This is an optimization exercise on Yosys and OpenROAD, whose aim is small area, a short achievable clock period and few clock cycles per item, not a production implementation. The RTL was checked by simulation tests, not by an equivalence proof against the original design. Power figures rest on the tool's default switching activity, not on a simulated workload.

File: design/flow/run.sh
#!/bin/bash
# synth_recipe.tcl (not shown) runs the flow's synth.tcl, then flattens the netlist and writes it again
# the make line also repeats each setting of config.mk as NAME=value (left out here)
make -C /OpenROAD-flow-scripts/flow DESIGN_CONFIG=/design/flow/config.mk WORK_HOME=/design/flow/orfs CLKGATE_MAP_FILE= SYNTH_SCRIPT=/design/flow/synth_recipe.tcl finish
File: design/flow/config.mk
export PLATFORM = sky130hd
export DESIGN_NAME = move_list_top
export DESIGN_NICKNAME = move_list_top
export VERILOG_FILES = /design/flow/design.v
export SDC_FILE = /design/flow/constraint.sdc
export NUM_CORES = 4
export LEC_CHECK = 0
export CAP_MARGIN = 20
export CORE_MARGIN = 2
export CORE_UTILIZATION = 30
export SETUP_SLACK_MARGIN = 3.2
export SLEW_MARGIN = 20
File: design/flow/constraint.sdc
create_clock -name core_clock -period 6.0 [get_ports {clk}]
set_input_delay 1.2000 -clock core_clock [delete_from_list [all_inputs] [get_ports {clk}]]
set_output_delay 1.2000 -clock core_clock [all_outputs]
set_load 0.01 [all_outputs]
File: design/flow/design.v
package move_sort_pkg;
   localparam int EVAL_WIDTH = 16;
   typedef logic [EVAL_WIDTH-1:0] eval_t;
   typedef logic [5:0] square_t;
   typedef struct packed {
      square_t from_sq;
      square_t to_sq;
      logic    white_in_check;
      logic    black_in_check;
      eval_t   eval;
   } move_entry_t;
   localparam int ENTRY_WIDTH = 2 * 6 + 2 + EVAL_WIDTH;
   typedef enum logic [2:0] {
      idle,
      outer_init,
      read_wait,
      compare,
      inner,
      outer_check,
      done
   } sort_state_t;
endpackage
`timescale 1ns/10ps
module move_list_top (
   input  logic        clk,
   input  logic        reset,
   input  logic        list_open,
   input  logic        list_close,
   input  logic        move_valid,
   input  logic [29:0] move_in,
   input  logic        white_to_move,
   output logic        out_valid,
   output logic [29:0] out_entry,
   output logic        out_last,
   output logic        list_done,
   output logic        overflow
);
   localparam int N = 31;
   logic              list_is_open;
   logic              closed;
   logic [4:0]        fill;
   logic              white;
   logic              pv;
   logic [29:0]       p;
   logic              qv;
   logic [29:0]       q;
   logic [N-1:0]      cq;
   logic [29:0]       e [0:N-1];
   logic [N-1:0]      v;
   logic              accept;
   logic              keep;
   function automatic logic [29:0] xf(input logic [29:0] m, input logic w);
      xf[29:18] = m[29:18];
      xf[17]    = w ? m[17] : m[16];
      xf[16]    = w ? m[16] : m[17];
      xf[15:0]  = m[15:0] ^ (w ? 16'h8000 : 16'h7fff);
   endfunction
   function automatic logic key_gt(input logic [16:0] a, input logic [16:0] b);
      logic [16:0] gt0, ge0;
      logic [8:0] gt1, ge1;
      logic [4:0] gt2, ge2;
      logic [2:0] gt3, ge3;
      logic [1:0] gt4, ge4;
      logic [0:0] gt5, ge5;
      gt0 = a & ~b;
      ge0 = a | ~b;
      gt1[1] = gt0[2] | (ge0[2] & gt0[1]);
      ge1[1] = gt0[2] | (ge0[2] & ge0[1]);
      gt1[2] = gt0[4] | (ge0[4] & gt0[3]);
      ge1[2] = gt0[4] | (ge0[4] & ge0[3]);
      gt1[3] = gt0[6] | (ge0[6] & gt0[5]);
      ge1[3] = gt0[6] | (ge0[6] & ge0[5]);
      gt1[4] = gt0[8] | (ge0[8] & gt0[7]);
      ge1[4] = gt0[8] | (ge0[8] & ge0[7]);
      gt1[5] = gt0[10] | (ge0[10] & gt0[9]);
      ge1[5] = gt0[10] | (ge0[10] & ge0[9]);
      gt1[6] = gt0[12] | (ge0[12] & gt0[11]);
      ge1[6] = gt0[12] | (ge0[12] & ge0[11]);
      gt1[7] = gt0[14] | (ge0[14] & gt0[13]);
      ge1[7] = gt0[14] | (ge0[14] & ge0[13]);
      gt1[8] = gt0[16] | (ge0[16] & gt0[15]);
      ge1[8] = gt0[16] | (ge0[16] & ge0[15]);
      gt1[0] = gt0[0];
      ge1[0] = ge0[0];
      gt2[1] = gt1[2] | (ge1[2] & gt1[1]);
      ge2[1] = gt1[2] | (ge1[2] & ge1[1]);
      gt2[2] = gt1[4] | (ge1[4] & gt1[3]);
      ge2[2] = gt1[4] | (ge1[4] & ge1[3]);
      gt2[3] = gt1[6] | (ge1[6] & gt1[5]);
      ge2[3] = gt1[6] | (ge1[6] & ge1[5]);
      gt2[4] = gt1[8] | (ge1[8] & gt1[7]);
      ge2[4] = gt1[8] | (ge1[8] & ge1[7]);
      gt2[0] = gt1[0];
      ge2[0] = ge1[0];
      gt3[1] = gt2[2] | (ge2[2] & gt2[1]);
      ge3[1] = gt2[2] | (ge2[2] & ge2[1]);
      gt3[2] = gt2[4] | (ge2[4] & gt2[3]);
      ge3[2] = gt2[4] | (ge2[4] & ge2[3]);
      gt3[0] = gt2[0];
      ge3[0] = ge2[0];
      gt4[1] = gt3[2] | (ge3[2] & gt3[1]);
      ge4[1] = gt3[2] | (ge3[2] & ge3[1]);
      gt4[0] = gt3[0];
      ge4[0] = ge3[0];
      gt5[0] = gt4[1] | (ge4[1] & gt4[0]);
      ge5[0] = gt4[1] | (ge4[1] & ge4[0]);
      key_gt = gt5[0];
   endfunction
   function automatic logic [16:0] key(input logic [29:0] m);
      key = {m[15:0], m[16]};
   endfunction
   assign accept   = list_is_open && move_valid;
   assign keep     = accept && fill != 5'(N);
   logic closed_nx;
   logic pv_nx;
   logic qv_nx;
   logic draining;
   logic drain_nx;
   logic first;
   logic [4:0]   rp;
   logic [N-1:0] rsel;
   always_comb
   begin
      closed_nx = closed;
      if (list_close && list_is_open)
         closed_nx = 1'b1;
      if (list_done)
         closed_nx = 1'b0;
      pv_nx    = keep;
      qv_nx    = pv;
      drain_nx = closed_nx && !pv_nx && !qv_nx;
      first    = drain_nx && !draining;
   end
   always_ff @(posedge clk)
   begin
      if (reset)
      begin
         list_is_open <= 1'b0;
         closed       <= 1'b0;
         draining     <= 1'b0;
         fill         <= '0;
         overflow     <= 1'b0;
         pv           <= 1'b0;
         qv           <= 1'b0;
      end
      else
      begin
         pv       <= pv_nx;
         qv       <= qv_nx;
         closed   <= closed_nx;
         draining <= drain_nx;
         if (keep)
            fill <= fill + 1'b1;
         if (accept && fill == 5'(N))
            overflow <= 1'b1;
         if (list_open)
         begin
            list_is_open <= 1'b1;
            fill         <= '0;
            overflow     <= 1'b0;
         end
         else if (list_close)
            list_is_open <= 1'b0;
      end
   end
   always_ff @(posedge clk)
   begin
      if (list_open)
         white <= white_to_move;
      if (accept)
         p <= xf(move_in, white_to_move);
      q <= p;
   end
   logic [N-1:0] dd;
   logic         x;
   logic [N-1:0] c_nx;
   always_comb
   begin
      for (int i = 0; i < N; i++)
         dd[i] = !v[i] || key_gt(key(p), key(e[i]));
      x = key_gt(key(p), key(q));
      for (int i = 0; i < N; i++)
      begin
         if (qv && cq[i] && (i > 0 ? cq[i-1] : 1'b0))
            c_nx[i] = dd[i > 0 ? i - 1 : 0];
         else if (qv && cq[i])
            c_nx[i] = x;
         else
            c_nx[i] = dd[i];
      end
   end
   always_ff @(posedge clk)
      cq <= c_nx;
   logic [N-1:0] sel_l;
   logic [N-1:0] sel_p;
   logic [N-1:0] sel_h;
   logic [29:0]  e_nx [0:N-1];
   always_comb
   begin
      for (int i = 0; i < N; i++)
      begin
         sel_l[i] = qv && cq[i] && (i > 0 ? cq[i-1] : 1'b0);
         sel_p[i] = qv && cq[i] && !(i > 0 ? cq[i-1] : 1'b0);
         sel_h[i] = !(sel_l[i] || sel_p[i]);
         e_nx[i]  = ({30{sel_l[i]}} & (i > 0 ? e[i-1] : '0)) |
                    ({30{sel_p[i]}} & q) |
                    ({30{sel_h[i]}} & e[i]);
      end
   end
   always_ff @(posedge clk)
   begin
      if (reset || list_open)
         v <= '0;
      else if (qv)
         v <= {v[N-2:0], 1'b1};
   end
   always_ff @(posedge clk)
   begin
      for (int i = 0; i < N; i++)
         e[i] <= e_nx[i];
   end
   logic [29:0] rd;
   always_comb
   begin
      rd = '0;
      for (int i = 1; i < N; i++)
         rd = rd | ({30{rsel[i]}} & e[i]);
      if (first)
         rd = e_nx[0];
   end
   always_ff @(posedge clk)
   begin
      out_entry <= xf(rd, white);
      if (first)
      begin
         rp   <= 5'd1;
         rsel <= N'(2);
      end
      else
      begin
         rp   <= rp + 1'b1;
         rsel <= {rsel[N-2:0], 1'b0};
      end
   end
   always_ff @(posedge clk)
   begin
      if (reset)
      begin
         out_valid <= 1'b0;
         out_last  <= 1'b0;
         list_done <= 1'b0;
      end
      else if (first)
      begin
         out_valid <= fill != 5'd0;
         out_last  <= fill == 5'd1;
         list_done <= fill <= 5'd1;
      end
      else if (draining && !list_done)
      begin
         out_valid <= rp < fill;
         out_last  <= rp == fill - 1'b1;
         list_done <= rp >= fill - 1'b1;
      end
      else
      begin
         out_valid <= 1'b0;
         out_last  <= 1'b0;
         list_done <= 1'b0;
      end
   end
endmodule
==> qor.yml, run 1 <==
sta:
  fin_crit_ns: 3.040
  maxSlewViolCount: 0
  max_freq_mhz: 329.0
  relSlewSlack_pct: 17.60
  setup_viol: 0
  postLayoutSetupSlackWorst_ns: 2.960
  rsz0062_at_grt: "true"
  fin_skew_ns: 0.03089
  hold_viol: 0
  fin_setup_tns_ns: 0
  tightest_slew_ns: 1.236
  min_period_over_period_pct: 50.66
cells_and_area:
  nNetsFinal: 6810
  area_delta_synth_final_pct: 12.24
  drive_gt1_share_pct: 8.466
  fin_area_um2: 66210
  final_core_util_pct: 33.92
  fin_cells: 9491
global_route:
  grt_pass1_wl_um: 395300
  gr-total-overflow: 0
  antenna_found_initial: 10
  grt_max_degree: 65
  track_usage_pct: 27.35
  grt_pass1_vias: 52307
placed_design:
  place.gp.congestion: 1.010
  place_hpwl_um: 180800
  dp_slack_ns: 2.034
  io_buffers: 69
  place_area_um2: 61640
  dp.cells: 9232
yosys:
  synth_fp_nets: 7126
  synth-async-reset-ratio_pct: 0
  synth_area_um2: 58980
  yosys_warnings: 3
  synth_cells: 7074
  synth_edf_count: 31
  synth_seq_cells: 1132
  seq_area_frac_synth_pct: 38.95
  syn_area_per_cell_um2: 8.338
  synth_top_flop_cell: "dfxtp_1"
  synth_cell_types: 65
min_path:
  hold_class: "reg2reg"
cts:
  clock_latency_ns: 0.79
  cts_tree: "done"
  cts.clk_slew.worst_paths_ns: 0.06
  cts_hold_buf: 0
  root_buffer: "clkbuf_16"
  cts_inserted_buffers: 120
  cts.sinks: 1132
  cts.htree.levels: 3
  max-clock-path-buffers: 3
floorplanning:
  start_util_pct: 30.22
  die_w_um: 447.4
  die-area_um2: 200200
  num_rows: 162
  core_um2: 195200
  pin_count: 70
  die_h_um: 447.4
drt:
  drc: 0
  drt.antenna.violating_nets: 0
  viasPerCell: 6.158
  vias: 58444
  first_pass_iters: 13
  drtIter0Drc: 9969
  wirelength_um: 287200
  wl_per_cell_um: 30.26
pwr:
  comb_power_share_pct: 24.0
  power_frac_seq_pct: 47.8
  intPower_w: 0.01741
  power.density_nw_per_um2: 422.4
  p_leak_nw: 31.13
  switching_share_pct: 37.76
  pwr-share-clk_pct: 28.3
  switchingPower_w: 0.01056
  vdd_drop_max_mv: 0.3117
setup_path:
  reg2reg_slack_ns: 2.96
  worstPathCellList: "buf_4 -> a22oi_1 -> nand4_1 -> nor4_1 -> a21oi_1 -> xnor2_1"
  end_kind: "register"
  crit_path_max_fanout: 18
  cp_data_arrival_time_ns: 3.68
  crit_required_ns: 6.64
  slowest_delay_ns: 0.92
  start_kind: "register"
  crit_type: "reg2reg"
  cpMaxStageDelayCell: "nor4_1"
run_status:
  status: "no timing/DRC/antenna violations"
flow_run:
  cap_viol_max_count: 0
==> metrics by stage <==
stage          power (W)  hold slack [ns]
3_5_place_dp     0.01973           0.3269
4_1_cts          0.02751           0.3417
6_report         0.02797           0.3401
3_3_place_gp     0.01950           0.3247
5_1_grt          0.02905           0.3507
2_1_floorplan    0.01654           0.3233
==> registers in the layout, summed over array words and instances (netlist names) <==
register and count:
closed 1, e 930, out_valid 1, rsel 30, pv 1, rp 5, q 30, list_is_open 1
p 30, overflow 1, fill 5, cq 31, draining 1, out_last 1, v 31, qv 1
white 1, out_entry 30, list_done 1
==> cells in the mapped netlist, types with 3 or more instances <==
master,number,share of area [%]
a211oi_1,30,0.38
maj3_1,37,0.63
o22ai_1,91,0.97
a2bb2oi_1,30,0.45
nor4_1,33,0.35
edfxtp_1,31,1.6
o221a_2,28,0.53
buf_1,53,0.34
xnor2_1,37,0.55
o21ai_0,188,1.6
nand2b_1,129,1.4
o21a_1,33,0.42
a222oi_1,61,1.0
a22oi_1,437,5.6
a221oi_1,28,0.42
clkbuf_1,617,3.9
or2_2,3,0.032
buf_6,3,0.057
a31oi_1,35,0.37
mux2_2,31,0.59
mux2i_1,932,16
inv_1,147,0.94
xor2_1,4,0.059
nand4_1,98,1.0
nand3b_1,30,0.38
a21o_1,125,1.6
inv_2,8,0.051
o211ai_1,60,0.76
maj3_2,4,0.076
ha_1,16,0.34
buf_2,13,0.11
nor2b_1,64,0.68
and2_1,60,0.64
and2b_1,5,0.064
a22o_1,23,0.34
nor2_1,1017,6.5
or3_1,29,0.31
nand2_1,132,0.84
nor3_1,61,0.52
a21oi_1,1122,9.5
dfxtp_1,1101,37
nand3_1,58,0.49
==> layout by cell type, fill, tap and decap left out, types with 33 or more instances in the layout <==
| cell | n |
|---|---|
| xnor2_1 | 37 |
| nand2b_1 | 129 |
| mux2i_1 | 932 |
| o21ai_0 | 168 |
| a31oi_1 | 35 |
| nand4_1 | 98 |
| clkbuf_16 | 122 |
| a222oi_1 | 61 |
| nor3_1 | 61 |
| dfxtp_1 | 1032 |
| dfxtp_2 | 62 |
| dlygate4sd2_1 | 33 |
| o211ai_1 | 60 |
| a21o_1 | 125 |
| nand2_1 | 130 |
| a22oi_1 | 437 |
| nor2_1 | 1010 |
| inv_1 | 145 |
| nand3_1 | 58 |
| clkdlybuf4s50_1 | 35 |
| o22ai_1 | 91 |
| o21a_1 | 33 |
| nor2b_1 | 64 |
| buf_4 | 156 |
| a21oi_1 | 1122 |
==> kinds of logic (layout without fill, tap and decap cells) <==
family	count (synthesis)	count (layout)	share of synthesized area, %
buffers and inverters	841	627	5.418
XOR/XNOR	41	41	0.6088
adder cells (fa/ha/maj)	57	57	1.044
multiplexers	963	963	16.41
AO/OA/AOI/OAI	2311	2311	24.25
other	0	4	0
AND/OR/NAND/NOR	1729	1732	13.32
flip-flops	1132	1132	38.95
==> per-layer routing <==
layer	wire length [um]	track usage, %	up-vias
met5	214	0	-
met4	22660	17.52	8
met3	38920	8.499	1180
met2	115200	38.86	4532
met1	110200	35.56	27718
li1	-	-	25006
==> repair_timing <==
| item | in CTS | in global routing |
|---|---|---|
| gates resized for setup | 85 | 43 |
| buffers inserted | 14 | 8 |
| gates cloned | 4 | 1 |
| pin swaps | 16 | 24 |
| setup endpoints to repair | 141 | 102 |
==> cell type report <==
type	instances	area, um^2
fill	20043	129000
multi-input combinational	5104	33020
sequential	1132	23080
clock buffer	178	3543
tap	2624	3283
timing repair buffer	244	2132
inverter	155	598.1
clock inverter	49	531.8
antenna	4	10.01
timing repair inverter	1	7.507
==> worst max-delay path, delay by kind of cell (launching register included) <==
family / cells / cell delay [ns]
AOI/OAI and AO/OA: 2 / 0.65
DFF: 1 / 0.56
xor gates and xnor gates: 1 / 0.17
buffers and inverters: 1 / 0.42
and+or+nand+nor: 2 / 1.07
==> final timing paths <==
kind            from      endpoint  cells past startpoint
max          rsel[6]  out_entry[4]                      6
min reg2reg    p[26]         q[26]                      0
min            p[26]         q[26]                      0
max reg2reg  rsel[6]  out_entry[4]                      6
==> power groups by stage <==
stage               sequential, W  combinational, W  clock, W
global placement           0.0132           0.00631         0
global route               0.0135           0.00739   0.00819
CTS                        0.0131           0.00652   0.00790
detailed placement         0.0132           0.00650         0
finish                     0.0134           0.00670   0.00791
floorplan                  0.0117           0.00487         0
Testbench counts, summed over its fixed seeds: cycles 6,314, lists 160.
==> run 2, diff against run 1 <==
--- a/design/flow/design.v
+++ b/design/flow/design.v
@@ -42,3 +42,2 @@
    logic              white;
-   logic              pv;
    logic [29:0]       p;
@@ -114,3 +113,2 @@
    logic closed_nx;
-   logic pv_nx;
    logic qv_nx;
@@ -128,5 +126,4 @@
          closed_nx = 1'b0;
-      pv_nx    = keep;
-      qv_nx    = pv;
-      drain_nx = closed_nx && !pv_nx && !qv_nx;
+      qv_nx    = keep;
+      drain_nx = closed_nx && !qv_nx;
       first    = drain_nx && !draining;
@@ -142,3 +139,2 @@
          overflow     <= 1'b0;
-         pv           <= 1'b0;
          qv           <= 1'b0;
@@ -147,3 +143,2 @@
       begin
-         pv       <= pv_nx;
          qv       <= qv_nx;
@@ -169,6 +164,6 @@
          white <= white_to_move;
-      if (accept)
-         p <= xf(move_in, white_to_move);
-      q <= p;
-   end
+      if (keep)
+         q <= p;
+   end
+   assign p = xf(move_in, white);
    logic [N-1:0] dd;
==> run 2 against run 1 <==
Compared with the run above: maximum frequency decreased by 14%; sequential power about the same; synthesized area grew 3.1%.
==> qor.yml, run 2 <==
sta:
  setup_viol: 0  # unchanged
  fin_setup_tns_ns: 0  # unchanged
  rsz0062_at_grt: "true"  # unchanged
  max_freq_mhz: 283.4  # was 329.0 MHz
  tightest_slew_ns: 1.221  # was 1.236 ns
  relSlewSlack_pct: 18.59  # was 17.60%
  min_period_over_period_pct: 58.82  # was 50.66%
  holdWs_ns: 0.4267  # was 0.3401 ns
  maxSlewViolCount: 0  # unchanged
  fin_skew_ns: 0.03927  # was 0.03089 ns
  fin_crit_ns: 3.529  # was 3.040 ns
  hold_viol: 0  # unchanged
setup_path:
  worstPathCellList: "buf_8 -> buf_16 -> buf_12 -> xor2_4 -> buf_6 -> o31ai_2 -> nand2_1 -> maj3_2 -> maj3_2 -> a21oi_2 -> o31a_1 -> mux2_4 -> mux2_4"  # was buf_4 -> a22oi_1 -> nand4_1 -> nor4_1 -> a21oi_1 -> xnor2_1
  crit_type: "reg2reg"  # unchanged
  crit_path_max_fanout: 8  # was 18
  cpMaxStageDelayCell: "xor2_4"  # was nor4_1
  end_kind: "register"  # unchanged
  crit_required_ns: 6.70  # was 6.64 ns
  start_kind: "register"  # unchanged
  slowest_delay_ns: 0.51  # was 0.92 ns
  cp_data_arrival_time_ns: 4.23  # was 3.68 ns
cells_and_area:
  area_delta_synth_final_pct: 17.37  # was 12.24%
  reg_top3: "e (930), cq (31), v (31)"  # unchanged
  layout_commonest_cell: "a21oi_1"  # unchanged
  fin_area_um2: 71370  # was 66210 um^2
  largest_reg_flops: 930  # unchanged
  regMostFlops: "e"  # unchanged
  final_cell_mix: "a21oi_1 (1179), nor2_1 (1083), dfxtp_1 (1006), mux2i_1 (947), a22oi_1 (452)"  # was a21oi_1 (1122), dfxtp_1 (1032), nor2_1 (1010), mux2i_1 (932), a22oi_1 (437)
  drive_gt1_share_pct: 13.19  # was 8.466%
  final_core_util_pct: 35.35  # was 33.92%
  nNetsFinal: 7226  # was 6810
global_route:
  grt_max_degree: 94  # was 65
  grt_pass1_wl_um: 456500  # was 395300 um
  track_usage_pct: 30.99  # was 27.35%
  antenna_found_initial: 13  # was 10
  gr-total-overflow: 0  # unchanged
  grt_pass1_vias: 57497  # was 52307
floorplanning:
  die_h_um: 454.2  # was 447.4 um
  pin_count: 70  # unchanged
  die_w_um: 454.2  # was 447.4 um
  core_um2: 201900  # was 195200 um^2
  start_util_pct: 30.12  # was 30.22%
  die-area_um2: 206300  # was 200200 um^2
  num_rows: 165  # was 162
cts:
  clock_latency_ns: 0.82  # was 0.79 ns
  cts.sinks: 1101  # was 1132
  cts.clk_slew.worst_paths_ns: 0.06  # about the same
  cts.htree.levels: 4  # was 3
  max-clock-path-buffers: 3  # unchanged
  cts_hold_buf: 0  # unchanged
  cts_tree: "done"  # unchanged
  root_buffer: "clkbuf_16"  # unchanged
  cts_inserted_buffers: 130  # was 120
yosys:
  synth-async-reset-ratio_pct: 0  # unchanged
  synth_area_um2: 60810  # was 58980 um^2
  synth_cells: 7454  # was 7074
  synth_seq_cells: 1101  # was 1132
  synthTopCellsByCount: "a21oi_1 (1215), nor2_1 (1091), dfxtp_1 (1070)"  # was a21oi_1 (1122), dfxtp_1 (1101), nor2_1 (1017)
  synth_fp_nets: 7506  # was 7126
  synth_cell_types: 80  # was 65
  synth_edf_count: 31  # unchanged
  seq_area_frac_synth_pct: 36.76  # was 38.95%
  synth_most_common_cell: "a21oi_1"  # unchanged
  syn_area_per_cell_um2: 8.158  # was 8.338 um^2
  yosys_warnings: 3  # unchanged
  synth_top_flop_cell: "dfxtp_1"  # unchanged
  yosys-top-cells-area: "dfxtp_1 (35%), mux2i_1 (16%), a21oi_1 (10%), nor2_1 (6.7%), a22oi_1 (5.6%)"  # was dfxtp_1 (37%), mux2i_1 (16%), a21oi_1 (9.5%), nor2_1 (6.5%), a22oi_1 (5.6%)
  yosysTopAreaCell: "dfxtp_1"  # unchanged
  synth_top_area_share_pct: 35.23  # was 37.37%
placed_design:
  place_hpwl_um: 207400  # was 180800 um
  io_buffers: 69  # unchanged
  place.gp.congestion: 1.087  # was 1.010
  place_area_um2: 63960  # was 61640 um^2
pwr:
  power.density_nw_per_um2: 435.9  # was 422.4 nW/um^2
  p_total_w: 0.03111  # was 0.02797 W
  vdd_drop_max_mv: 0.1942  # was 0.3117 mV
  p_leak_nw: 31.91  # was 31.13 nW
flow_run:
  cap_viol_max_count: 0  # unchanged
drt:
  wl_per_cell_um: 33.85  # was 30.26 um
  viasPerCell: 6.503  # was 6.158
  drt.antenna.violating_nets: 0  # unchanged
  drtIter0Drc: 11511  # was 9969
  first_pass_iters: 8  # was 13
  vias: 64764  # was 58444
  wirelength_um: 337100  # was 287200 um
  drc: 0  # unchanged
min_path:
  hold_class: "reg2reg"  # unchanged
run_status:
  status: "no timing/DRC/antenna violations"  # unchanged
-- run 2: per-layer routing --
| layer | global-route usage [%] | up-vias | routed length (um) |
|---|---|---|---|
| met4 | 22.76 | 8 | 31520 |
| met3 | 11.10 | 1579 | 51440 |
| met1 | 39.19 | 30738 | 123400 |
| met2 | 42.95 | 5649 | 130600 |
| met5 | 0.06996 | - | 55 |
| li1 | - | 26790 | - |
-- run 2: per-stage QoR --
stage               instances  setup WS [ns]
floorplan                7454          2.674
global placement         9595         0.5279
detailed placement       9595         0.5071
finish                   9959          2.471
global route             9954          2.518
CTS                      9929          2.619
-- run 2: critical path, delay by kind of cell, from the launching register on --
kind                     cells  cell delay, ns
buffers and inverters        4            0.73
AO/OA/AOI/OAI                3            0.57
multiplexers                 2            0.54
XOR/XNOR                     1            0.51
flip-flops                   1            0.45
adder cells (fa/ha/maj)      2            0.45
AND/OR/NAND/NOR              1            0.13
-- run 2: final timing paths --
path / end / depth (start not counted) / slack [ns] / start
max: cq[29] / 13 / 2.47 / white
min: rp[0] / 1 / 0.43 / rp[0]
max reg2reg: cq[29] / 13 / 2.47 / white
min reg2reg: rp[0] / 1 / 0.43 / rp[0]
-- run 2: power by group --
part	switching [W]	internal [W]	total (W)
Combinational	0.00518	0.00379	0.00897
Sequential	0.00398	0.00958	0.0136
Clock	0.00362	0.00497	0.00859
-- run 2: cell families (layout without fill, tap and decap cells) --
logic type      Yosys count  after routing  share of synthesized area [%]
simple gates           1715           1720                          12.07
mux                     996            997                          16.49
compound gates         2628           2628                          26.45
flops                  1101           1101                          36.76
other cells               0              6                              0
buf+inv                 852            669                          5.506
xor+xnor                 41             45                         0.6461
fa+ha+maj               121            121                          2.078
-- run 2: area by class of cell --
cell class              instances  area [um^2]
multi-input cells            5511        37120
inverters                      65        294.0
clock buffers                 188         3825
diodes                          6        15.01
repair buffers                364         3582
repair inverters                1        5.005
well taps                    2672         3343
fillers                     20570       130500
clock inverters                51        734.5
flip-flops and latches       1101        22450
-- run 2: repair_timing --
item,CTS,global route
pin swaps,54,33
resized for setup,348,72
gates cloned,14,5
setup buffers,81,17
setup endpoints to repair,261,141
Testbench counts of run 2, summed over its fixed seeds: cycles 6,154, lists 160.
==> run 3, diff against run 2 <==
--- a/design/flow/design.v
+++ b/design/flow/design.v
@@ -42,2 +42,3 @@
    logic              white;
+   logic              pv;
    logic [29:0]       p;
@@ -45,3 +46,4 @@
    logic [29:0]       q;
-   logic [N-1:0]      cq;
+   logic [N-1:0]      sl;
+   logic [N-1:0]      sp;
    logic [29:0]       e [0:N-1];
@@ -113,2 +115,3 @@
    logic closed_nx;
+   logic pv_nx;
    logic qv_nx;
@@ -126,4 +129,5 @@
          closed_nx = 1'b0;
-      qv_nx    = keep;
-      drain_nx = closed_nx && !qv_nx;
+      pv_nx    = keep;
+      qv_nx    = pv;
+      drain_nx = closed_nx && !pv_nx && !qv_nx;
       first    = drain_nx && !draining;
@@ -139,2 +143,3 @@
          overflow     <= 1'b0;
+         pv           <= 1'b0;
          qv           <= 1'b0;
@@ -143,2 +148,3 @@
       begin
+         pv       <= pv_nx;
          qv       <= qv_nx;
@@ -164,6 +170,6 @@
          white <= white_to_move;
-      if (keep)
-         q <= p;
-   end
-   assign p = xf(move_in, white);
+      if (accept)
+         p <= xf(move_in, white_to_move);
+      q <= p;
+   end
    logic [N-1:0] dd;
@@ -178,5 +184,5 @@
       begin
-         if (qv && cq[i] && (i > 0 ? cq[i-1] : 1'b0))
+         if (sl[i])
             c_nx[i] = dd[i > 0 ? i - 1 : 0];
-         else if (qv && cq[i])
+         else if (sp[i])
             c_nx[i] = x;
@@ -187,5 +193,9 @@
    always_ff @(posedge clk)
-      cq <= c_nx;
-   logic [N-1:0] sel_l;
-   logic [N-1:0] sel_p;
+   begin
+      for (int i = 0; i < N; i++)
+      begin
+         sl[i] <= pv && c_nx[i] && (i > 0 ? c_nx[i-1] : 1'b0);
+         sp[i] <= pv && c_nx[i] && !(i > 0 ? c_nx[i-1] : 1'b0);
+      end
+   end
    logic [N-1:0] sel_h;
@@ -196,7 +206,5 @@
       begin
-         sel_l[i] = qv && cq[i] && (i > 0 ? cq[i-1] : 1'b0);
-         sel_p[i] = qv && cq[i] && !(i > 0 ? cq[i-1] : 1'b0);
-         sel_h[i] = !(sel_l[i] || sel_p[i]);
-         e_nx[i]  = ({30{sel_l[i]}} & (i > 0 ? e[i-1] : '0)) |
-                    ({30{sel_p[i]}} & q) |
+         sel_h[i] = !(sl[i] || sp[i]);
+         e_nx[i]  = ({30{sl[i]}} & (i > 0 ? e[i-1] : '0)) |
+                    ({30{sp[i]}} & q) |
                     ({30{sel_h[i]}} & e[i]);
==> run 3 against run 2 <==
Compared with the run above: design area is 5.6% lower; flip-flop and latch count increased by 61; non-clock buffer count up 48; final cell count decreased by 3.2%; global-route usage grew 2.5 points; worst setup slack better by 0.55 ns; die area fell by 6.6%; via count is 1.4% lower; count of clock-buffer cells in the layout rose by 12; synthesized area decreased by 6.7%; highest routed layer unchanged.
==> qor.yml, run 3 <==
run_status:
  status: "no timing/DRC/antenna violations"  # unchanged
global_route:
  track_usage_pct: 33.51  # was 30.99%
  grt_max_degree: 57  # was 94
  gr-total-overflow: 0  # unchanged
  antenna_found_initial: 29  # was 13
  grt_pass1_vias: 57373  # was 57497
  grt_pass1_wl_um: 458200  # was 456500 um
cts:
  root_buffer: "clkbuf_16"  # unchanged
  max-clock-path-buffers: 3  # unchanged
  cts.clk_slew.worst_paths_ns: 0.06  # about the same
  cts_tree: "done"  # unchanged
  clock_latency_ns: 0.81  # was 0.82 ns
  cts.sinks: 1162  # was 1101
  cts_inserted_buffers: 133  # was 130
  cts.htree.levels: 4  # unchanged
  cts_hold_buf: 0  # unchanged
pwr:
  p_total_w: 0.02267  # was 0.03111 W
  comb_power_share_pct: 15.7  # was 28.8%
  intPower_w: 0.01502  # was 0.01833 W
  power.density_nw_per_um2: 336.6  # was 435.9 nW/um^2
  p_leak_nw: 27.08  # was 31.91 nW
  pwr-share-clk_pct: 37.6  # was 27.6%
  switching_share_pct: 33.76  # was 41.07%
  power_frac_seq_pct: 46.7  # was 43.6%
  switchingPower_w: 0.007653  # was 0.01278 W
  vdd_drop_max_mv: 0.3090  # was 0.1942 mV
drt:
  viasPerCell: 6.622  # was 6.503
  vias: 63858  # was 64764
  wirelength_um: 342500  # was 337100 um
  wl_met1_um: 122200  # was 123400 um
  drtIter0Drc: 11544  # was 11511
  wl_met2_um: 133600  # was 130600 um
  wl_per_cell_um: 35.51  # was 33.85 um
  first_pass_iters: 7  # was 8
  drc: 0  # unchanged
  drt.antenna.violating_nets: 0  # unchanged
  top_layer: "met5"  # unchanged
  wl_met3_um: 53720  # was 51440 um
min_path:
  hold_class: "reg2reg"  # unchanged
yosys:
  synth_edf_count: 31  # unchanged
  synth-simple-area-share_pct: 19.72  # was 12.07%
  synth_top_family_by_area: "compound AO/OA/AOI/OAI gates"  # unchanged
  synth.area.mux_share_pct: 1.237  # was 16.49%
  synth_area_um2: 56760  # was 60810 um^2
  synth_top_flop_cell: "dfxtp_1"  # unchanged
  yosys_warnings: 3  # unchanged
  synth_cells: 7162  # was 7454
  synth_most_common_cell: "nand2_1"  # was a21oi_1
  synthTopCellsByCount: "nand2_1 (1889), a22oi_1 (1272), dfxtp_1 (1131)"  # was a21oi_1 (1215), nor2_1 (1091), dfxtp_1 (1070)
  synth_top_area_share_pct: 39.89  # was 35.23%
  synth-compound-area-share_pct: 29.64  # was 26.45%
  synth_xor_area_share_pct: 0.6326  # was 0.6461%
  synthAdderAreaFrac_pct: 1.499  # was 2.078%
  seq_area_frac_synth_pct: 41.53  # was 36.76%
  synth_cell_types: 92  # was 80
  synth-async-reset-ratio_pct: 0  # unchanged
  yosys-top-cells-area: "dfxtp_1 (40%), a22oi_1 (17%), nand2_1 (12%), clkbuf_1 (3.7%), a21oi_1 (2.4%)"  # was dfxtp_1 (35%), mux2i_1 (16%), a21oi_1 (10%), nor2_1 (6.7%), a22oi_1 (5.6%)
  yosysTopAreaCell: "dfxtp_1"  # unchanged
  syn_area_per_cell_um2: 7.925  # was 8.158 um^2
  synth_fp_nets: 7214  # was 7506
  synth_seq_cells: 1162  # was 1101
cells_and_area:
  regMostFlops: "e"  # unchanged
  fin_area_um2: 67340  # was 71370 um^2
  final_cell_mix: "nand2_1 (1887), a22oi_1 (1269), dfxtp_1 (1018), buf_4 (269), a21oi_1 (260)"  # was a21oi_1 (1179), nor2_1 (1083), dfxtp_1 (1006), mux2i_1 (947), a22oi_1 (452)
  area_delta_synth_final_pct: 18.64  # was 17.37%
  layout_commonest_cell: "nand2_1"  # was a21oi_1
  drive_gt1_share_pct: 13.52  # was 13.19%
  num-fill-cells: 19298  # was 20570
  reg_top3: "e (930), sp (31), v (31)"  # was e (930), cq (31), v (31)
  nNetsFinal: 7080  # was 7226
  largest_reg_flops: 930  # unchanged
floorplanning:
  pin_count: 70  # unchanged
  core_um2: 187800  # was 201900 um^2
  die_h_um: 439.0  # was 454.2 um
  num_rows: 159  # was 165
  start_util_pct: 30.22  # was 30.12%
  die-area_um2: 192700  # was 206300 um^2
  die_w_um: 439.0  # was 454.2 um
setup_path:
  critPathBufInv: 2  # was 4
  crit_type: "reg2reg"  # unchanged
  crit_required_ns: 6.68  # was 6.70 ns
  cp_common_cell: "buf_6"
  crit_path_max_fanout: 5  # was 8
  worstPathCellList: "buf_6 -> buf_6 -> nor2b_4 -> maj3_2 -> a221o_1 -> a211o_1 -> a2111oi_4 -> or3_4 -> a221oi_2 -> and2_1"  # was buf_8 -> buf_16 -> buf_12 -> xor2_4 -> buf_6 -> o31ai_2 -> nand2_1 -> maj3_2 -> maj3_2 -> a21oi_2 -> o31a_1 -> mux2_4 -> mux2_4
  slowest_delay_ns: 0.49  # was 0.51 ns
  start_kind: "register"  # unchanged
  cp_data_arrival_time_ns: 3.66  # was 4.23 ns
  cpMaxStageDelayCell: "edfxtp_1"  # was xor2_4
  crit_family: "compound AO/OA/AOI/OAI gates"  # was buffers and inverters
  end_kind: "register"  # unchanged
sta:
  tightest_slew_ns: 1.077  # was 1.221 ns
  relSlewSlack_pct: 28.18  # was 18.59%
  hold_viol: 0  # unchanged
  fin_setup_tns_ns: 0  # unchanged
  holdWs_ns: 0.3352  # was 0.4267 ns
  setup_viol: 0  # unchanged
  fin_skew_ns: 0.03720  # was 0.03927 ns
  min_period_over_period_pct: 49.69  # was 58.82%
  rsz0062_at_grt: "true"  # unchanged
  fin_crit_ns: 2.981  # was 3.529 ns
  max_freq_mhz: 335.4  # was 283.4 MHz
  maxSlewViolCount: 0  # unchanged
placed_design:
  place.gp.congestion: 1.056  # was 1.087
  place_area_um2: 59970  # was 63960 um^2
  place_hpwl_um: 219600  # was 207400 um
  io_buffers: 69  # unchanged
flow_run:
  cap_viol_max_count: 0  # unchanged
==> run 3: metal layers <==
metal,track usage [%],up-vias
met1,40.90,30342
met5,0.09926,-
li1,-,25654
met2,46.67,6018
met3,13.46,1826
met4,25.71,18
==> run 3: cells by family after synthesis <==
group / Yosys count
buf+inv: 826
fa+ha+maj: 80
flops: 1162
mux: 66
xor+xnor: 41
compound gates: 2348
simple gates: 2639
==> run 3: what timing repair did <==
item	4_1_cts	5_1_grt
endpoints found under the setup margin	159	74
gates resized for setup	220	184
pin swaps	36	72
setup buffers	54	53
cloned	4	15
==> run 3: worst paths after layout <==
path	start	endpoint	slack, ns	cells past startpoint
worst max register to register	p[16]	sp[9]	3.02	10
worst min register to register	p[21]	q[21]	0.34	0
worst max-delay path	p[16]	sp[9]	3.02	10
worst min-delay path	p[21]	q[21]	0.34	0
==> run 3: power by group through the flow <==
stage | registers (W) | logic (W) | clock network [W]
2_1_floorplan | 0.00973 | 0.00199 | 0
3_3_place_gp | 0.0106 | 0.00306 | 0
3_5_place_dp | 0.0106 | 0.00312 | 0
4_1_cts | 0.0104 | 0.00324 | 0.00851
5_1_grt | 0.0106 | 0.00374 | 0.00880
6_report | 0.0106 | 0.00355 | 0.00852
==> run 3: layout make-up <==
| class | instances | area [um^2] | area share, % |
|---|---|---|---|
| diodes | 14 | 35.03 | 0.05202 |
| clock buffers | 200 | 3915 | 5.814 |
| clock inverters | 42 | 494.2 | 0.7339 |
| flip-flops and latches | 1162 | 23740 | 35.25 |
| repair buffers | 412 | 4020 | 5.970 |
| inverters | 143 | 618.1 | 0.9178 |
| well taps | 2495 | 3122 | 4.636 |
| multi-input cells | 5176 | 31400 | 46.63 |
==> run 3: through the flow <==
| stage | setup WS [ns] | util (%) | instances |
|---|---|---|---|
| global route | 3.019 | 35.84 | 9631 |
| finish | 3.019 | 35.86 | 9644 |
| floorplan | 3.202 | - | 7162 |
| CTS | 3.006 | 34.98 | 9562 |
| global placement | 1.933 | 31.87 | 9259 |
| detailed placement | 1.979 | 31.93 | 9262 |
Testbench counts of run 3, summed over its fixed seeds: cycles 6,314, lists 160.
==> run 4, diff against run 3 <==
--- a/design/flow/config.mk
+++ b/design/flow/config.mk
@@ -9,3 +9,3 @@
 export CORE_MARGIN = 2
-export CORE_UTILIZATION = 30
+export CORE_UTILIZATION = 50
 export SETUP_SLACK_MARGIN = 3.2
==> run 4 against run 3 <==
Compared with the run above: first-iteration DRC count grew 18%; clock skew fell by 0.0043 ns; design area decreased by 1.6%; synthesized cell count unchanged; combinational power up 6%; critical path type unchanged; largest cell class unchanged; highest routed layer unchanged.
==> qor.yml, run 4 <==
sta:
  min_period_over_period_pct: 53.22  # was 49.69%
  rsz0062_at_grt: "true"  # unchanged
  hold_viol: 0  # unchanged
  holdWs_ns: 0.3421  # was 0.3352 ns
  tightest_slew_ns: 1.266  # was 1.077 ns
  max_freq_mhz: 313.1  # was 335.4 MHz
  setup_viol: 0  # unchanged
  fin_crit_ns: 3.193  # was 2.981 ns
  maxSlewViolCount: 0  # unchanged
  fin_setup_tns_ns: 0  # unchanged
  relSlewSlack_pct: 14.71  # was 28.18%
  fin_skew_ns: 0.03288  # was 0.03720 ns
cells_and_area:
  area_delta_synth_final_pct: 16.70  # was 18.64%
  largest_reg_flops: 930  # unchanged
  layout_commonest_cell: "nand2_1"  # unchanged
  fin_area_um2: 66240  # was 67340 um^2
  regMostFlops: "e"  # unchanged
  drive_gt1_share_pct: 13.45  # was 13.52%
  final_cell_mix: "nand2_1 (1886), a22oi_1 (1269), dfxtp_1 (1021), buf_4 (266), a21oi_1 (257)"  # was nand2_1 (1887), a22oi_1 (1269), dfxtp_1 (1018), buf_4 (269), a21oi_1 (260)
  nNetsFinal: 7076  # was 7080
  reg_top3: "e (930), sp (31), v (31)"  # unchanged
yosys:
  synth_top_flop_cell: "dfxtp_1"  # unchanged
  synth_area_um2: 56760  # unchanged
  syn_area_per_cell_um2: 7.925  # unchanged
  yosys-top-cells-area: "dfxtp_1 (40%), a22oi_1 (17%), nand2_1 (12%), clkbuf_1 (3.7%), a21oi_1 (2.4%)"  # unchanged
  synth_top_family_by_area: "compound AO/OA/AOI/OAI gates"  # unchanged
  synth-compound-area-share_pct: 29.64  # unchanged
  synthTopCellsByCount: "nand2_1 (1889), a22oi_1 (1272), dfxtp_1 (1131)"  # unchanged
  yosysTopAreaCell: "dfxtp_1"  # unchanged
  synthAdderAreaFrac_pct: 1.499  # unchanged
  synth_edf_count: 31  # unchanged
  synth_most_common_cell: "nand2_1"  # unchanged
  synth-simple-area-share_pct: 19.72  # unchanged
  synth_fp_nets: 7214  # unchanged
  synth.area.mux_share_pct: 1.237  # unchanged
  synth_cells: 7162  # unchanged
  seq_area_frac_synth_pct: 41.53  # unchanged
  synth_seq_cells: 1162  # unchanged
  synth_cell_types: 92  # unchanged
  yosys_warnings: 3  # unchanged
  synth-async-reset-ratio_pct: 0  # unchanged
  synth_xor_area_share_pct: 0.6326  # unchanged
  synth_top_area_share_pct: 39.89  # unchanged
global_route:
  grt_max_degree: 57  # unchanged
  gr-max-usage-layer: "met2"  # unchanged
  met1_usage_pct: 69.59  # was 40.90%
  antenna_found_initial: 24  # was 29
  gr-total-overflow: 0  # unchanged
  grt_pass1_wl_um: 475400  # was 458200 um
  track_usage_pct: 58.40  # was 33.51%
  grt_pass1_vias: 58332  # was 57373
  grtUsageMet2_pct: 74.43  # was 46.67%
  met3_usage_pct: 32.64  # was 13.46%
drt:
  wirelength_um: 354200  # was 342500 um
  vias: 65278  # was 63858
  drc: 0  # unchanged
  viasPerCell: 7.547  # was 6.622
  wl_per_cell_um: 40.95  # was 35.51 um
  drt.antenna.violating_nets: 0  # unchanged
  first_pass_iters: 12  # was 7
  drtIter0Drc: 13604  # was 11544
pwr:
  vdd_drop_max_mv: 0.3023  # was 0.3090 mV
  p_leak_nw: 27.10  # was 27.08 nW
  switching_share_pct: 34.17  # was 33.76%
  comb_power_share_pct: 16.3  # was 15.7%
  switchingPower_w: 0.007886  # was 0.007653 W
  power_frac_seq_pct: 46.0  # was 46.7%
  power.density_nw_per_um2: 348.4  # was 336.6 nW/um^2
  pwr-share-clk_pct: 37.7  # was 37.6%
  intPower_w: 0.01519  # was 0.01502 W
cts:
  cts_inserted_buffers: 132  # was 133
  cts.htree.levels: 4  # unchanged
  cts_hold_buf: 0  # unchanged
  cts.sinks: 1162  # unchanged
  clock_latency_ns: 0.81  # about the same
  cts_tree: "done"  # unchanged
  cts.clk_slew.worst_paths_ns: 0.06  # about the same
  root_buffer: "clkbuf_16"  # unchanged
  max-clock-path-buffers: 3  # unchanged
setup_path:
  crit_family: "compound AO/OA/AOI/OAI gates"  # unchanged
  cp_common_cell: "buf_12"  # was buf_6
  critPathBufInv: 4  # was 2
  crit_end: "sl[14]"  # was sp[9]
  reg2regPathDepth: 10  # unchanged
  cp_num_cells: 10  # unchanged
  reg2reg_slack_ns: 2.81  # was 3.02 ns
  slowest_delay_ns: 0.81  # was 0.49 ns
  crit_type: "reg2reg"  # unchanged
  worstPathCellList: "buf_6 -> buf_12 -> clkinv_16 -> buf_12 -> a222oi_1 -> nand3b_1 -> o211ai_1 -> a211oi_4 -> a221oi_4 -> nor3b_2"  # was buf_6 -> buf_6 -> nor2b_4 -> maj3_2 -> a221o_1 -> a211o_1 -> a2111oi_4 -> or3_4 -> a221oi_2 -> and2_1
  end_kind: "register"  # unchanged
  critPathLaunch: "p[3]"  # was p[16]
  crit_required_ns: 6.71  # was 6.68 ns
  cp_data_arrival_time_ns: 3.90  # was 3.66 ns
  start_kind: "register"  # unchanged
  r2r-end: "sl[14]"  # was sp[9]
  crit_path_max_fanout: 7  # was 5
  cpMaxStageDelayCell: "o211ai_1"  # was edfxtp_1
  r2r_start: "p[3]"  # was p[16]
floorplanning:
  num_rows: 123  # was 159
  die-area_um2: 116200  # was 192700 um^2
  start_util_pct: 50.45  # was 30.22%
  die_w_um: 340.9  # was 439.0 um
  pin_count: 70  # unchanged
  core_um2: 112500  # was 187800 um^2
  die_h_um: 340.9  # was 439.0 um
placed_design:
  place_hpwl_um: 218800  # was 219600 um
  io_buffers: 69  # unchanged
  place_area_um2: 58680  # was 59970 um^2
  place.gp.congestion: 1.110  # was 1.056
min_path:
  hold_depth: 0  # unchanged
  hold_class: "reg2reg"  # unchanged
run_status:
  status: "no timing/DRC/antenna violations"  # unchanged
flow_run:
  cap_viol_max_count: 0  # unchanged
==> run 4: changes by cell type in the layout (fill, tap and decap cells not counted), sizes merged <==
cell	delta
buf	-8
inv	+3
bufinv	+3
clkdlybuf4s15	-2
clkinv	+4
dlygate4sd2	+4
clkbuf	-14
or4	-1
o21a	+1
clkdlybuf4s50	+1
bufbuf	+5
diode	+5
==> run 4: how the worst min path moves through the flow <==
stage,startpoint,slack (ns),to
2_1_floorplan,p[17],0.32,q[17]
3_3_place_gp,p[27],0.33,q[27]
3_5_place_dp,p[24],0.33,q[24]
4_1_cts,p[24],0.34,q[24]
5_1_grt,p[27],0.35,q[27]
6_report,p[24],0.34,q[24]
==> run 4: cell type report <==
class                   instances  area [um^2]
flip-flops and latches       1162        23730
diodes                         19        47.55
repair inverters                2        27.53
multi-input cells            5176        31410
fillers                     10282        46260
clock inverters                50        700.7
repair buffers                407         3929
inverters                     143        630.6
well taps                    1500         1877
clock buffers                 191         3890
==> run 4: cell families (layout without fill, tap and decap cells) <==
group / after synthesis / count (layout)
AO/OA/AOI/OAI: 2348 / 2350
XOR/XNOR: 41 / 41
adder cells (fa/ha/maj): 80 / 80
buffers and inverters: 826 / 793
flip-flops: 1162 / 1162
multiplexers: 66 / 66
other: 0 / 19
AND/OR/NAND/NOR: 2639 / 2639
==> run 4: timing repair <==
item,CTS,global route
setup endpoints to repair,117,80
gates cloned,9,12
gates resized for setup,267,153
setup buffers,48,46
pin swaps,38,61
==> run 4: routing by layer <==
layer	part of all wire, %	routed length [um]
met1	34	120200
met2	36	128400
met3	18	65320
met4	11	39590
met5	0.21	740
==> run 4: per-stage QoR <==
step / worst slack (ns) / std cells / total power [W] / utilization, %
6_report: 2.807 / 8650 / 0.02308 / 58.88
5_1_grt: 2.886 / 8632 / 0.02345 / 58.84
4_1_cts: 2.992 / 8571 / 0.02239 / 57.64
3_5_place_dp: 1.908 / 8273 / 0.01376 / 52.16
3_3_place_gp: 1.919 / 8273 / 0.01372 / 52.15
2_1_floorplan: 3.202 / 7162 / 0.01173 / -
==> run 4: power groups by stage <==
stage / clock, W / sequential (W) / combinational, W
2_1_floorplan: 0 / 0.00973 / 0.00199
4_1_cts: 0.00862 / 0.0104 / 0.00333
5_1_grt: 0.00897 / 0.0106 / 0.00389
3_3_place_gp: 0 / 0.0106 / 0.00313
3_5_place_dp: 0 / 0.0106 / 0.00318
6_report: 0.00871 / 0.0106 / 0.00375
==> run 5, diff against run 4 <==
--- a/design/flow/design.v
+++ b/design/flow/design.v
@@ -170,4 +170,3 @@
          white <= white_to_move;
-      if (accept)
-         p <= xf(move_in, white_to_move);
+      p <= xf(move_in, white_to_move);
       q <= p;
@@ -212,2 +211,3 @@
    end
+   logic [4:0] used;
    always_ff @(posedge clk)
@@ -215,5 +215,10 @@
       if (reset || list_open)
-         v <= '0;
+         used <= '0;
       else if (qv)
-         v <= {v[N-2:0], 1'b1};
+         used <= used + 1'b1;
+   end
+   always_comb
+   begin
+      for (int i = 0; i < N; i++)
+         v[i] = 5'(i) < used;
    end
==> design/flow/flow/run.sh (new file) <==
#!/bin/bash
# The standard layout (standard.sh: the standard synthesis and the ORFS
# flow), with one change: the input and output port buffers are buf_4 cells
# rather than the delay-cell buffer that buffer_ports picks by default.
# The full tool output goes to standard.log in this folder.
set -uo pipefail
bash standard.sh BUFFER_PORTS_ARGS="-buffer_cell sky130_fd_sc_hd__buf_4" finish > standard.log 2>&1
status=$?
tail -40 standard.log
exit $status
==> design/flow/standard.sh (new file) <==
#!/bin/bash
# synth_recipe.tcl (not shown) runs the flow's synth.tcl, then flattens the netlist and writes it again
# the make line also repeats each setting of config.mk as NAME=value (left out here)
make -C /OpenROAD-flow-scripts/flow DESIGN_CONFIG=/design/flow/config.mk WORK_HOME=/design/flow/orfs CLKGATE_MAP_FILE= SYNTH_SCRIPT=/design/flow/synth_recipe.tcl "${@:-finish}"
--- a/design/flow/config.mk
+++ b/design/flow/config.mk
@@ -9,4 +9,4 @@
 export CORE_MARGIN = 2
-export CORE_UTILIZATION = 50
-export SETUP_SLACK_MARGIN = 3.2
+export CORE_UTILIZATION = 30
+export SETUP_SLACK_MARGIN = 3.4
 export SLEW_MARGIN = 20
removed: design/flow/run.sh
==> run 5 against run 4 <==
Compared with the run above: highest routed layer unchanged; register-to-register slack improved by 0.09 ns; maximum frequency increased by 3.0%; sequential power about the same; worst setup slack improved by 0.092 ns; first-iteration DRC count decreased by 11%; still clean.
==> qor.yml, run 5 <==
run_status:
  status: "no timing/DRC/antenna violations"  # unchanged
pwr:
  p_leak_nw: 26.79  # was 27.10 nW
  p_total_w: 0.02360  # was 0.02308 W
  power.density_nw_per_um2: 359.0  # was 348.4 nW/um^2
  vdd_drop_max_mv: 0.2697  # was 0.3023 mV
floorplanning:
  pin_count: 70  # unchanged
  start_util_pct: 30.17  # was 50.45%
  die_h_um: 433.1  # was 340.9 um
  core_um2: 183100  # was 112500 um^2
  die-area_um2: 187500  # was 116200 um^2
  num_rows: 157  # was 123
  die_w_um: 433.1  # was 340.9 um
sta:
  holdWs_ns: 0.3263  # was 0.3421 ns
  maxSlewViolCount: 0  # unchanged
  min_period_over_period_pct: 51.70  # was 53.22%
  fin_crit_ns: 3.102  # was 3.193 ns
  fin_setup_tns_ns: 0  # unchanged
  max_freq_mhz: 322.4  # was 313.1 MHz
  hold_viol: 0  # unchanged
  fin_skew_ns: 0.07705  # was 0.03288 ns
  relSlewSlack_pct: 13.77  # was 14.71%
  tightest_slew_ns: 1.293  # was 1.266 ns
  setup_viol: 0  # unchanged
  rsz0062_at_grt: "true"  # unchanged
setup_path:
  reg2regPathDepth: 10  # unchanged
  crit_type: "reg2reg"  # unchanged
  cp_data_arrival_time_ns: 3.83  # was 3.90 ns
  crit_path_max_fanout: 5  # was 7
  end_kind: "register"  # unchanged
  crit_required_ns: 6.73  # was 6.71 ns
  start_kind: "register"  # unchanged
cells_and_area:
  reg_top3: "e (930), sp (31)"  # was e (930), sp (31), v (31)
  final_cell_mix: "nand2_1 (1896), a22oi_1 (1274), dfxtp_1 (1013), buf_4 (339), o21ai_0 (234)"  # was nand2_1 (1886), a22oi_1 (1269), dfxtp_1 (1021), buf_4 (266), a21oi_1 (257)
  nNetsFinal: 6946  # was 7076
  largest_reg_flops: 930  # unchanged
  final_core_util_pct: 35.91  # was 58.88%
  num-fill-cells: 18991  # was 10282
  layout_commonest_cell: "nand2_1"  # unchanged
  drive_gt1_share_pct: 15.14  # was 13.45%
  area_delta_synth_final_pct: 19.04  # was 16.70%
  regMostFlops: "e"  # unchanged
yosys:
  synth_edf_count: 1  # was 31
  synth_most_common_cell: "nand2_1"  # unchanged
  synth_cells: 7036  # was 7162
  synth_area_um2: 55230  # was 56760 um^2
  synth-async-reset-ratio_pct: 0  # unchanged
  syn_area_per_cell_um2: 7.850  # was 7.925 um^2
  synth_top_flop_cell: "dfxtp_1"  # unchanged
  synth_fp_nets: 7089  # was 7214
  yosys_warnings: 3  # unchanged
  yosys-top-cells-area: "dfxtp_1 (41%), a22oi_1 (17%), nand2_1 (13%), clkbuf_1 (4.0%), o21ai_0 (2.3%)"  # was dfxtp_1 (40%), a22oi_1 (17%), nand2_1 (12%), clkbuf_1 (3.7%), a21oi_1 (2.4%)
  synth_cell_types: 83  # was 92
  synthTopCellsByCount: "nand2_1 (1904), a22oi_1 (1281), dfxtp_1 (1135)"  # was nand2_1 (1889), a22oi_1 (1272), dfxtp_1 (1131)
  yosysTopAreaCell: "dfxtp_1"  # unchanged
  synth_seq_cells: 1136  # was 1162
  synth_top_area_share_pct: 41.14  # was 39.89%
  seq_area_frac_synth_pct: 41.20  # was 41.53%
placed_design:
  io_buffers: 69  # unchanged
  place_hpwl_um: 234500  # was 218800 um
  place.gp.congestion: 1.076  # was 1.110
global_route:
  antenna_found_initial: 21  # was 24
  track_usage_pct: 36.99  # was 58.40%
  grt_max_degree: 61  # was 57
  grt_pass1_wl_um: 486100  # was 475400 um
  gr-total-overflow: 0  # unchanged
  grt_pass1_vias: 58224  # was 58332
cts:
  root_buffer: "clkbuf_16"  # unchanged
  cts.htree.levels: 3  # was 4
  max-clock-path-buffers: 3  # unchanged
  cts.clk_slew.worst_paths_ns: 0.07  # was 0.06 ns
  cts.sinks: 1136  # was 1162
  cts_inserted_buffers: 121  # was 132
  cts_tree: "done"  # unchanged
  clock_latency_ns: 0.85  # was 0.81 ns
drt:
  wl_per_cell_um: 38.29  # was 40.95 um
  drtIter0Drc: 12149  # was 13604
  vias: 63956  # was 65278
  drt.antenna.violating_nets: 0  # unchanged
  first_pass_iters: 8  # was 12
  wirelength_um: 362800  # was 354200 um
  viasPerCell: 6.749  # was 7.547
  drc: 0  # unchanged
min_path:
  hold_class: "reg2reg"  # unchanged
  hold_depth: 0  # unchanged
flow_run:
  cap_viol_max_count: 0  # unchanged
[run 5: cell types whose count changed in the layout (fill, tap and decap cells not counted), moves of 29 or more]
cell             delta
buf_4              +73
nand2b_1           -45
nor2b_1            -46
edfxtp_1           -30
dlygate4sd2_1      -34
nor2_1             -50
o21ai_0            +32
a21oi_1            -29
clkdlybuf4s50_1    -35
[run 5: layout make-up]
class	instances	area [um^2]	share of cell area [%]
diodes	17	42.54	0.06471
clock buffers	170	3572	5.433
clock inverters	56	709.4	1.079
inverters	150	621.8	0.9458
multi-input cells	5067	30930	47.04
flip-flops and latches	1136	22960	34.92
well taps	2464	3083	4.689
repair buffers	415	3812	5.799
repair inverters	2	15.01	0.02284
[run 5: report_power, final]
group          switching (W)  leakage (nW)  internal [W]
combinational        0.00304          15.3       0.00169
sequential           0.00197          9.33       0.00863
clock                0.00362          2.12       0.00465
[run 5: path summary, 6_finish.rpt]
| check | startpoint | end | slack, ns |
|---|---|---|---|
| setup / recovery | p[12] | sl[29] | 2.90 |
| hold / removal | p[26] | q[26] | 0.33 |
| setup reg to reg | p[12] | sl[29] | 2.90 |
| hold reg to reg | p[26] | q[26] | 0.33 |
[run 5: per-stage QoR]
stage / setup slack (ns) / std cells / instance area (um^2)
2_1_floorplan: 3.312 / 7036 / 55300
3_3_place_gp: 1.304 / 9131 / 58440
3_5_place_dp: 1.311 / 9132 / 58460
4_1_cts: 2.976 / 9436 / 64960
5_1_grt: 2.888 / 9462 / 65710
6_report: 2.898 / 9477 / 65750
[run 5: per-layer routing]
layer  share of wire, %  track usage (%)
met1                 36            45.39
met2                 38            50.47
met3                 16            16.16
met4                9.5            27.78
met5               0.11           0.5464
[run 5: critical path, cell delays in order (launching register included)]
cell,delay (ns)
dfxtp_4,0.37
or3b_1,0.34
and4_1,0.17
a222oi_1,0.64
o2bb2ai_4,0.23
a311oi_4,0.09
or2_4,0.32
buf_8,0.16
mux2_4,0.27
mux2_4,0.29
nor3_2,0.10
[run 5: timing repair]
action / CTS / global route
hold buffers: 0 / 0
cloned: 10 / 3
resized for setup: 329 / 104
buffers inserted: 68 / 20
pin swaps: 61 / 52
setup endpoints to repair: 124 / 77
[run 5: cell families after synthesis]
family | share of synthesized area [%]
flops | 41.20
simple gates | 18.64
mux | 1.149
buf+inv | 5.788
compound gates | 30.53
xor+xnor | 0.7136
fa+ha+maj | 1.991
Testbench counts of run 5, summed over its fixed seeds: cycles 6,314, lists 160.
==> run 6, diff against run 5 <==
--- a/design/flow/design.v
+++ b/design/flow/design.v
@@ -46,4 +46,2 @@
    logic [29:0]       q;
-   logic [N-1:0]      sl;
-   logic [N-1:0]      sp;
    logic [29:0]       e [0:N-1];
@@ -59,51 +57,7 @@
    function automatic logic key_gt(input logic [16:0] a, input logic [16:0] b);
-      logic [16:0] gt0, ge0;
-      logic [8:0] gt1, ge1;
-      logic [4:0] gt2, ge2;
-      logic [2:0] gt3, ge3;
-      logic [1:0] gt4, ge4;
-      logic [0:0] gt5, ge5;
-      gt0 = a & ~b;
-      ge0 = a | ~b;
-      gt1[1] = gt0[2] | (ge0[2] & gt0[1]);
-      ge1[1] = gt0[2] | (ge0[2] & ge0[1]);
-      gt1[2] = gt0[4] | (ge0[4] & gt0[3]);
-      ge1[2] = gt0[4] | (ge0[4] & ge0[3]);
-      gt1[3] = gt0[6] | (ge0[6] & gt0[5]);
-      ge1[3] = gt0[6] | (ge0[6] & ge0[5]);
-      gt1[4] = gt0[8] | (ge0[8] & gt0[7]);
-      ge1[4] = gt0[8] | (ge0[8] & ge0[7]);
-      gt1[5] = gt0[10] | (ge0[10] & gt0[9]);
-      ge1[5] = gt0[10] | (ge0[10] & ge0[9]);
-      gt1[6] = gt0[12] | (ge0[12] & gt0[11]);
-      ge1[6] = gt0[12] | (ge0[12] & ge0[11]);
-      gt1[7] = gt0[14] | (ge0[14] & gt0[13]);
-      ge1[7] = gt0[14] | (ge0[14] & ge0[13]);
-      gt1[8] = gt0[16] | (ge0[16] & gt0[15]);
-      ge1[8] = gt0[16] | (ge0[16] & ge0[15]);
-      gt1[0] = gt0[0];
-      ge1[0] = ge0[0];
-      gt2[1] = gt1[2] | (ge1[2] & gt1[1]);
-      ge2[1] = gt1[2] | (ge1[2] & ge1[1]);
-      gt2[2] = gt1[4] | (ge1[4] & gt1[3]);
-      ge2[2] = gt1[4] | (ge1[4] & ge1[3]);
-      gt2[3] = gt1[6] | (ge1[6] & gt1[5]);
-      ge2[3] = gt1[6] | (ge1[6] & ge1[5]);
-      gt2[4] = gt1[8] | (ge1[8] & gt1[7]);
-      ge2[4] = gt1[8] | (ge1[8] & ge1[7]);
-      gt2[0] = gt1[0];
-      ge2[0] = ge1[0];
-      gt3[1] = gt2[2] | (ge2[2] & gt2[1]);
-      ge3[1] = gt2[2] | (ge2[2] & ge2[1]);
-      gt3[2] = gt2[4] | (ge2[4] & gt2[3]);
-      ge3[2] = gt2[4] | (ge2[4] & ge2[3]);
-      gt3[0] = gt2[0];
-      ge3[0] = ge2[0];
-      gt4[1] = gt3[2] | (ge3[2] & gt3[1]);
-      ge4[1] = gt3[2] | (ge3[2] & ge3[1]);
-      gt4[0] = gt3[0];
-      ge4[0] = ge3[0];
-      gt5[0] = gt4[1] | (ge4[1] & gt4[0]);
-      ge5[0] = gt4[1] | (ge4[1] & ge4[0]);
-      key_gt = gt5[0];
+      logic c;
+      c = 1'b0;
+      for (int k = 0; k < 17; k++)
+         c = (a[k] & ~b[k]) | (a[k] & c) | (~b[k] & c);
+      key_gt = c;
    endfunction
@@ -118,3 +72,2 @@
    logic draining;
-   logic drain_nx;
    logic first;
@@ -131,4 +84,3 @@
       qv_nx    = pv;
-      drain_nx = closed_nx && !pv_nx && !qv_nx;
-      first    = drain_nx && !draining;
+      first    = closed && !pv && !draining;
    end
@@ -151,3 +103,6 @@
          closed   <= closed_nx;
-         draining <= drain_nx;
+         if (list_done)
+            draining <= 1'b0;
+         else if (first)
+            draining <= 1'b1;
          if (keep)
@@ -175,3 +130,4 @@
    logic         x;
-   logic [N-1:0] c_nx;
+   logic [N-1:0] ddr;
+   logic         xr;
    always_comb
@@ -181,19 +137,34 @@
       x = key_gt(key(p), key(q));
-      for (int i = 0; i < N; i++)
-      begin
-         if (sl[i])
-            c_nx[i] = dd[i > 0 ? i - 1 : 0];
-         else if (sp[i])
-            c_nx[i] = x;
+   end
+   always_ff @(posedge clk)
+   begin
+      ddr <= dd;
+      xr  <= x;
+   end
+   logic [N-1:0] c;
+   logic [N-1:0] sl;
+   logic [N-1:0] sp;
+   logic [N-1:0] slr;
+   logic [N-1:0] spr;
+   always_comb
+   begin
+      for (int i = 0; i < N; i++)
+      begin
+         if (slr[i])
+            c[i] = ddr[i > 0 ? i - 1 : 0];
+         else if (spr[i])
+            c[i] = xr;
          else
-            c_nx[i] = dd[i];
-      end
-   end
-   always_ff @(posedge clk)
-   begin
-      for (int i = 0; i < N; i++)
-      begin
-         sl[i] <= pv && c_nx[i] && (i > 0 ? c_nx[i-1] : 1'b0);
-         sp[i] <= pv && c_nx[i] && !(i > 0 ? c_nx[i-1] : 1'b0);
-      end
+            c[i] = ddr[i];
+      end
+      for (int i = 0; i < N; i++)
+      begin
+         sl[i] = qv && c[i] && (i > 0 ? c[i-1] : 1'b0);
+         sp[i] = qv && c[i] && !(i > 0 ? c[i-1] : 1'b0);
+      end
+   end
+   always_ff @(posedge clk)
+   begin
+      slr <= sl;
+      spr <= sp;
    end
==> run 6 against run 5 <==
Compared with the run above: final cell count decreased by 4.6%; still clean on timing, DRC and antenna; register-to-register slack improved by 0.37 ns; wire length decreased by 20%; largest cell class unchanged; design area decreased by 0.19%; hold slack got worse by 0.0014 ns; sequential share of layout area increased by 0.89 points; synthesized area increased by 3.6%; global-route usage decreased by 8.3 points; critical endpoint is now out_entry[13].
==> qor.yml, run 6 <==
sta:
  setup_viol: 0  # unchanged
  min_period_over_period_pct: 45.51  # was 51.70%
  fin_crit_ns: 2.731  # was 3.102 ns
  fin_skew_ns: 0.03444  # was 0.07705 ns
  fin_setup_tns_ns: 0  # unchanged
setup_path:
  crit_type: "reg2reg"  # unchanged
  reg2reg_slack_ns: 3.27  # was 2.90 ns
  crit_path_max_fanout: 19  # was 5
  crit_required_ns: 6.68  # was 6.73 ns
cts:
  root_buffer: "clkbuf_16"  # unchanged
  cts.htree.levels: 4  # was 3
yosys:
  synth_top_flop_cell: "dfxtp_1"  # unchanged
  synth_cell_types: 71  # was 83
  synth-async-reset-ratio_pct: 0  # unchanged
  yosys-top-cells-area: "dfxtp_1 (41%), mux2i_1 (16%), o21ai_0 (8.6%), nand2_1 (6.8%), a221oi_1 (4.0%)"  # was dfxtp_1 (41%), a22oi_1 (17%), nand2_1 (13%), clkbuf_1 (4.0%), o21ai_0 (2.3%)
  synth_fp_nets: 6693  # was 7089
  syn_area_per_cell_um2: 8.620  # was 7.850 um^2
  synth_seq_cells: 1168  # was 1136
global_route:
  grt_pass1_wl_um: 399100  # was 486100 um
  antenna_found_initial: 13  # was 21
  grt_max_degree: 63  # was 61
cells_and_area:
  fin_area_um2: 65620  # was 65750 um^2
  regMostFlops: "e"  # unchanged
  drive_gt1_share_pct: 10.50  # was 15.14%
  final_core_util_pct: 34.58  # was 35.91%
  reg_top3: "e (930), ddr (31), spr (31)"  # was e (930), sp (31)
  area_delta_synth_final_pct: 14.65  # was 19.04%
  fin_cells: 9045  # was 9477
  nNetsFinal: 6470  # was 6946
  layout_commonest_cell: "dfxtp_1"  # was nand2_1
  largest_reg_flops: 930  # unchanged
placed_design:
  place_area_um2: 60240  # was 58460 um^2
  dp.cells: 8763  # was 9132
  io_buffers: 69  # unchanged
  place.gp.congestion: 1.040  # was 1.076
floorplanning:
  die_w_um: 440.8  # was 433.1 um
  num_rows: 160  # was 157
  die_h_um: 440.8  # was 433.1 um
  start_util_pct: 30.16  # was 30.17%
  pin_count: 70  # unchanged
pwr:
  p_total_w: 0.02852  # was 0.02360 W
  p_leak_nw: 23.03  # was 26.79 nW
  vdd_drop_max_mv: 0.2318  # was 0.2697 mV
flow_run:
  cap_viol_max_count: 0  # unchanged
drt:
  viasPerCell: 6.192  # was 6.749
  vias: 56006  # was 63956
  drtIter0Drc: 8556  # was 12149
run_status:
  status: "no timing/DRC/antenna violations"  # unchanged
min_path:
  hold_class: "reg2reg"  # unchanged
## run 6: layout make-up
cell class | count | area (um^2)
Antenna cell | 13 | 32.53
Clock buffer | 182 | 3691
Clock inverter | 55 | 710.7
Fill cell | 19446 | 124200
Inverter | 144 | 603.1
Multi-Input combinational cell | 4705 | 31660
Sequential cell | 1168 | 23500
Tap cell | 2511 | 3142
Timing Repair Buffer | 265 | 2261
Timing Repair inverter | 2 | 16.27
## run 6: power by group
part | switching (W) | internal (W) | total (W) | leakage [nW]
Combinational | 0.00362 | 0.00276 | 0.00639 | 11.1
Sequential | 0.00363 | 0.0100 | 0.0137 | 9.75
Clock | 0.00367 | 0.00479 | 0.00847 | 2.16
Total | 0.0109 | 0.0176 | 0.0285 | 23.0
## run 6: metrics by stage
stage | setup slack [ns] | hold slack (ns)
after floorplan | 3.720 | 0.3096
after global placement | 2.510 | 0.3118
after detailed placement | 2.516 | 0.3121
after CTS | 3.278 | 0.3255
after global routing | 3.367 | 0.3304
final | 3.269 | 0.3249
## run 6: kinds of logic (layout without fill, tap and decap cells)
kind of cell               count (synthesis)  in the layout  synth area share [%]
AOI/OAI and AO/OA                       2073           2073                 23.40
and+or+nand+nor                         1533           1535                 11.42
DFF                                     1168           1168                 40.87
muxes                                    908            908                 15.90
buffers and inverters                    769            648                 5.098
adders and majority gates                144            144                 2.634
xor gates and xnor gates                  45             45                0.6886
other                                      0             13                     0
## run 6: worst paths after layout
path,start,to,depth (start not counted)
worst min-delay path,p[22],q[22],0
worst max-delay path,rsel[3],out_entry[13],6
worst max register to register,rsel[3],out_entry[13],6
worst min register to register,p[22],q[22],0
## run 6: metal layers
| layer | GRT usage [%] | up-vias | wire, um |
|---|---|---|---|
| met1 | 36.50 | 26943 | 113000 |
| li1 | - | 23699 | - |
| met2 | 41.68 | 4193 | 119600 |
| met4 | 18.16 | 12 | 21810 |
| met5 | 0 | - | 80 |
| met3 | 9.374 | 1159 | 37380 |
## run 6: timing repair
action                                 4_1_cts  5_1_grt
gates resized for setup                    130       42
endpoints found under the hold margin        0        0
setup buffers                               18        9
setup endpoints to repair                  607      100
pin swaps                                    3        3
gates cloned                                 1        3
## run 6: worst max-delay path, cell delays in order, from the launching register on
cell and delay, ns:
dfxtp_2 0.59, buf_4 0.45, a22o_1 0.27, a221oi_1 0.64, nand4_1 0.24, o22a_1 0.24
xnor2_1 0.13
Testbench counts of run 6, summed over its fixed seeds: cycles 6,314, lists 160.

Re-timed with assumed drivers on the ports (clkbuf_16 on the clock, buf_2 on other inputs), run 6 has 3.269 ns of setup slack against 3.269 ns with ideal ports, and 3.269 ns once port delays also move by the mid clock arrival of 0.889 ns.
